This design comes from an exercise in tuning for small area, a short achievable clock period and few clock cycles on the open sky130 flow, not from production work.
Only simulation tests tie the RTL to the original design; equivalence was not proved.
Power and IR drop assume default switching activity.

job 9522:
Design word_pair_proximity_scanner, start of the top module:
module word_pair_proximity_scanner (
    input  logic                          i_clk,
    input  logic                          i_rst_n,
    input  logic                          i_valid,
    output logic                          o_stall,
    input  logic [wpp_pkg::CH_W-1:0]      i_ch,
    input  logic                          i_is_final,
    output logic                          o_valid,
    input  logic                          i_stall,
    output logic                          o_found,
    output logic [wpp_pkg::DIST_W-1:0]    o_distance_x2,
    input  logic                          i_cfg_wr_en,
    input  logic [wpp_pkg::CFG_IDX_W-1:0] i_cfg_index,
    input  logic [wpp_pkg::CFG_W-1:0]     i_cfg_data
);
    localparam int PW = 17;   
    localparam int MW = 18;   
    logic [63:0] r_w1, r_w2;
    logic        r_z1, r_z2;
    logic [3:0]  r_l1, r_l2;
    logic          r_pv;      
    logic [7:0]    r_pch;
    logic          r_pfinal;
    logic [PW-1:0] r_pos;     
    logic [MW-1:0] r_mid;     
    logic [3:0]    r_len;     
    logic          r_m1, r_m2;
    logic          r_fin;     
    logic          r_new;     
    logic          r_any;     
    logic          r_last_t;  
    logic [MW-1:0] r_last_mid;
    logic          r_found;   
    logic [MW-1:0] r_best;    
    logic          r_out_valid;
    logic [3:0] cfg_en;
    always_comb begin
        for (int k = 0; k < 4; k++)
            cfg_en[k] = i_cfg_wr_en && i_cfg_index == 2'(k);
    end
    always_ff @(posedge i_clk) begin
        if (cfg_en[0]) r_w1 <= i_cfg_data;
        if (cfg_en[2]) r_w2 <= i_cfg_data;
    end
    always_ff @(posedge i_clk) begin
        if (!i_rst_n) begin
            r_z1 <= 1'b1;
            r_z2 <= 1'b1;
            r_l1 <= 4'd1;
            r_l2 <= 4'd1;
        end else begin
            if (cfg_en[0]) r_z1 <= 1'b0;
            if (cfg_en[1]) r_l1 <= i_cfg_data[3:0];
            if (cfg_en[2]) r_z2 <= 1'b0;
            if (cfg_en[3]) r_l2 <= i_cfg_data[3:0];
        end
    end
    logic accept, hold, stall, proc, close_out, start;
    logic r_stall;
    assign hold      = r_out_valid && (r_fin || r_any);
    assign proc      = r_pv && !hold;
    assign stall     = r_pv && hold;
    assign o_stall   = r_stall;
    assign accept    = i_valid && !stall;
    assign close_out = r_fin && !r_out_valid;
    assign start     = r_fin || r_new;
  ...
For scale: about 1100 cells after synthesis, ~230 flip-flops, roughly 100 I/O pins, ~12000 µm² of cells after synthesis.
==> flow/config.mk <==
export PLATFORM = sky130hd
export DESIGN_NAME = word_pair_proximity_scanner
export DESIGN_NICKNAME = word_pair_proximity_scanner
export VERILOG_FILES = /design/flow/design.v
export SDC_FILE = /design/flow/constraint.sdc
export NUM_CORES = 4
export LEC_CHECK = 0
export CAP_MARGIN = 20
export CORE_MARGIN = 2
export CORE_UTILIZATION = 40
export SLEW_MARGIN = 20
==> flow/constraint.sdc <==
create_clock -name core_clock -period 11.0 [get_ports {i_clk}]
set_input_delay 2.2000 -clock core_clock [delete_from_list [all_inputs] [get_ports {i_clk}]]
set_output_delay 2.2000 -clock core_clock [all_outputs]
set_load 0.01 [all_outputs]
standard.sh (not shown) runs the stock make flow with config.mk's settings and CLKGATE_MAP_FILE= SYNTH_SCRIPT=/design/flow/synth_recipe.tcl, a recipe that flattens the netlist after the stock synthesis.
==> flow/flow/run.sh <==
#!/bin/bash
# The standard layout, with plain buffers (buf_2) on the ports instead of the
# default port buffer cell; ORFS's own logs stay under orfs/logs
set -euo pipefail
export BUFFER_PORTS_ARGS="-buffer_cell sky130_fd_sc_hd__buf_2"
bash standard.sh > standard_make.log 2>&1
Job 9522: PASS, flow complete, no timing, DRC or antenna violations
Testbench counts of job 9522, summed over its fixed seeds: cycles 79,669.
The inputs of job 3001 differ from those of job 9522 as listed below.
# job 9522
export LEC_CHECK = 0
export CAP_MARGIN = 20
export CORE_MARGIN = 2
export CORE_UTILIZATION = 40
export SLEW_MARGIN = 20
create_clock -name core_clock -period 11.0 [get_ports {i_clk}]
# job 3001
export LEC_CHECK = 0
export CAP_MARGIN = 20
export CORE_MARGIN = 2
export CORE_UTILIZATION = 40
export CTS_CLUSTER_DIAMETER = 120
export CTS_CLUSTER_SIZE = 24
export SLEW_MARGIN = 20
create_clock -name core_clock -period 11.0 [get_ports {i_clk}]
==> flow/flow/run.sh <==
#!/bin/bash
# The standard layout, with plain buffers (buf_2) on the ports instead of the default
# port buffer cell, and timing repair asked to leave 7.5 ns of setup slack
# ORFS's own logs stay under orfs/logs; make's output goes to standard_make.log
set -euo pipefail
export BUFFER_PORTS_ARGS="-buffer_cell sky130_fd_sc_hd__buf_2"
export SETUP_SLACK_MARGIN=7.5
bash standard.sh > standard_make.log 2>&1
==> results.txt <==
Relative to job 9522, job 3001 improves first-iteration DRC count.
[compare] base=job 9522 new=job 3001: largest stage delay on the critical path has decreased; global-route wire length before repair was more or less identical.
### job 3001 -> job 2250
# job 3001
export LEC_CHECK = 0
export CAP_MARGIN = 20
export CORE_MARGIN = 2
export CORE_UTILIZATION = 40
export CTS_CLUSTER_DIAMETER = 120
export CTS_CLUSTER_SIZE = 24
export SLEW_MARGIN = 20
create_clock -name core_clock -period 11.0 [get_ports {i_clk}]
# job 2250
export LEC_CHECK = 0
export CAP_MARGIN = 20
export CORE_MARGIN = 2
export CORE_UTILIZATION = 40
export SLEW_MARGIN = 20
create_clock -name core_clock -period 11.0 [get_ports {i_clk}]
==> flow/flow/run.sh <==
#!/bin/bash
# The standard layout, with plain buffers (buf_2) on the ports instead of the default
# port buffer cell, and timing repair asked to leave 8.5 ns of setup slack
# ORFS's own logs stay under orfs/logs; make's output goes to standard_make.log
set -euo pipefail
export BUFFER_PORTS_ARGS="-buffer_cell sky130_fd_sc_hd__buf_2"
export SETUP_SLACK_MARGIN=8.5
bash standard.sh > standard_make.log 2>&1
[summary]
- Leakage dissipation on job 2250 is up relative to job 3001.
- Comparing number of post-CTS setup repair buffers for job 3001 and job 2250, the bigger number came from job 2250.
- Taking job 3001 as the reference, in job 2250 detailed-placement wirelength estimate +about 2%, placed cell area +200 µm², smallest setup slack after layout +0.14 ns.
What job 2416 does differently from job 2250 at the input level:
# job 2250
export LEC_CHECK = 0
export CAP_MARGIN = 20
export CORE_MARGIN = 2
export CORE_UTILIZATION = 40
export SLEW_MARGIN = 20
create_clock -name core_clock -period 11.0 [get_ports {i_clk}]
# job 2416
export LEC_CHECK = 0
export CAP_MARGIN = 20
export CORE_MARGIN = 2
export CORE_UTILIZATION = 40
export CTS_CLUSTER_DIAMETER = 120
export CTS_CLUSTER_SIZE = 24
export SLEW_MARGIN = 20
create_clock -name core_clock -period 11.0 [get_ports {i_clk}]
==> flow/flow/run.sh <==
#!/bin/bash
# The standard layout, with plain buffers (buf_1) on the ports instead of the default
# port buffer cell, and timing repair asked to leave 7.5 ns of setup slack
# ORFS's own logs stay under orfs/logs; make's output goes to standard_make.log
set -euo pipefail
export BUFFER_PORTS_ARGS="-buffer_cell sky130_fd_sc_hd__buf_1"
export SETUP_SLACK_MARGIN=7.5
bash standard.sh > standard_make.log 2>&1
### Flow results
First-pass GRT wire length: job 2416 < job 2250. NOTE wire length job 2250->job 2416 decreased by more than 10%. [compare] base=job 2250 new=job 2416: power per standard cell area went down by about 1.6%, non-clock buffer count went down by 57%, combinational share of power went down by 1.9 points, post-layout minimum cycle time went up by 0.14 ns, count of placed standard cells in the final layout, fillers left out went down by about 10%. Job 2416 against job 2250: clock group share of total power now smaller, clock skew now larger.

static timing again, ports no longer ideal:
The results above use ideal ports. As a check the final layouts listed here were re-extracted and re-timed, cells and wires unchanged.
Step 1, drivers: a clkbuf_16 drives i_clk and a buf_2 each remaining input, both assumed.
Step 2 moves the port delays by t, midway between the first and last clock arrival at a register: inputs arrive t later, outputs are due t later. That takes back most of the time a late clock gives input paths.
a / b / c = no drivers / after step 1 / after step 2; a / b = the first two.
| run | t, ns | setup slack, ns | worst hold slack (ns) | clock arrival spread, ns |
|---|---|---|---|---|
| job 9522 | 0.583 | 7.444 / 7.444 / 7.079 | 0.475 / 0.475 / 0.475 | 0.016 / 0.015 |
| job 3001 | 0.525 | 7.662 / 7.614 / 7.245 | 0.482 / 0.482 / 0.482 | 0.020 / 0.020 |
| job 2250 | 0.597 | 7.798 / 7.745 / 7.632 | 0.497 / 0.497 / 0.497 | 0.027 / 0.027 |
| job 2416 | 0.538 | 7.653 / 7.604 / 7.262 | 0.480 / 0.480 / 0.480 | 0.035 / 0.035 |
After both steps every run listed still meets setup and hold. For job 3001, which loses most, drivers alone change the setup slack by -0.048 ns; drivers and shift together by -0.417 ns.
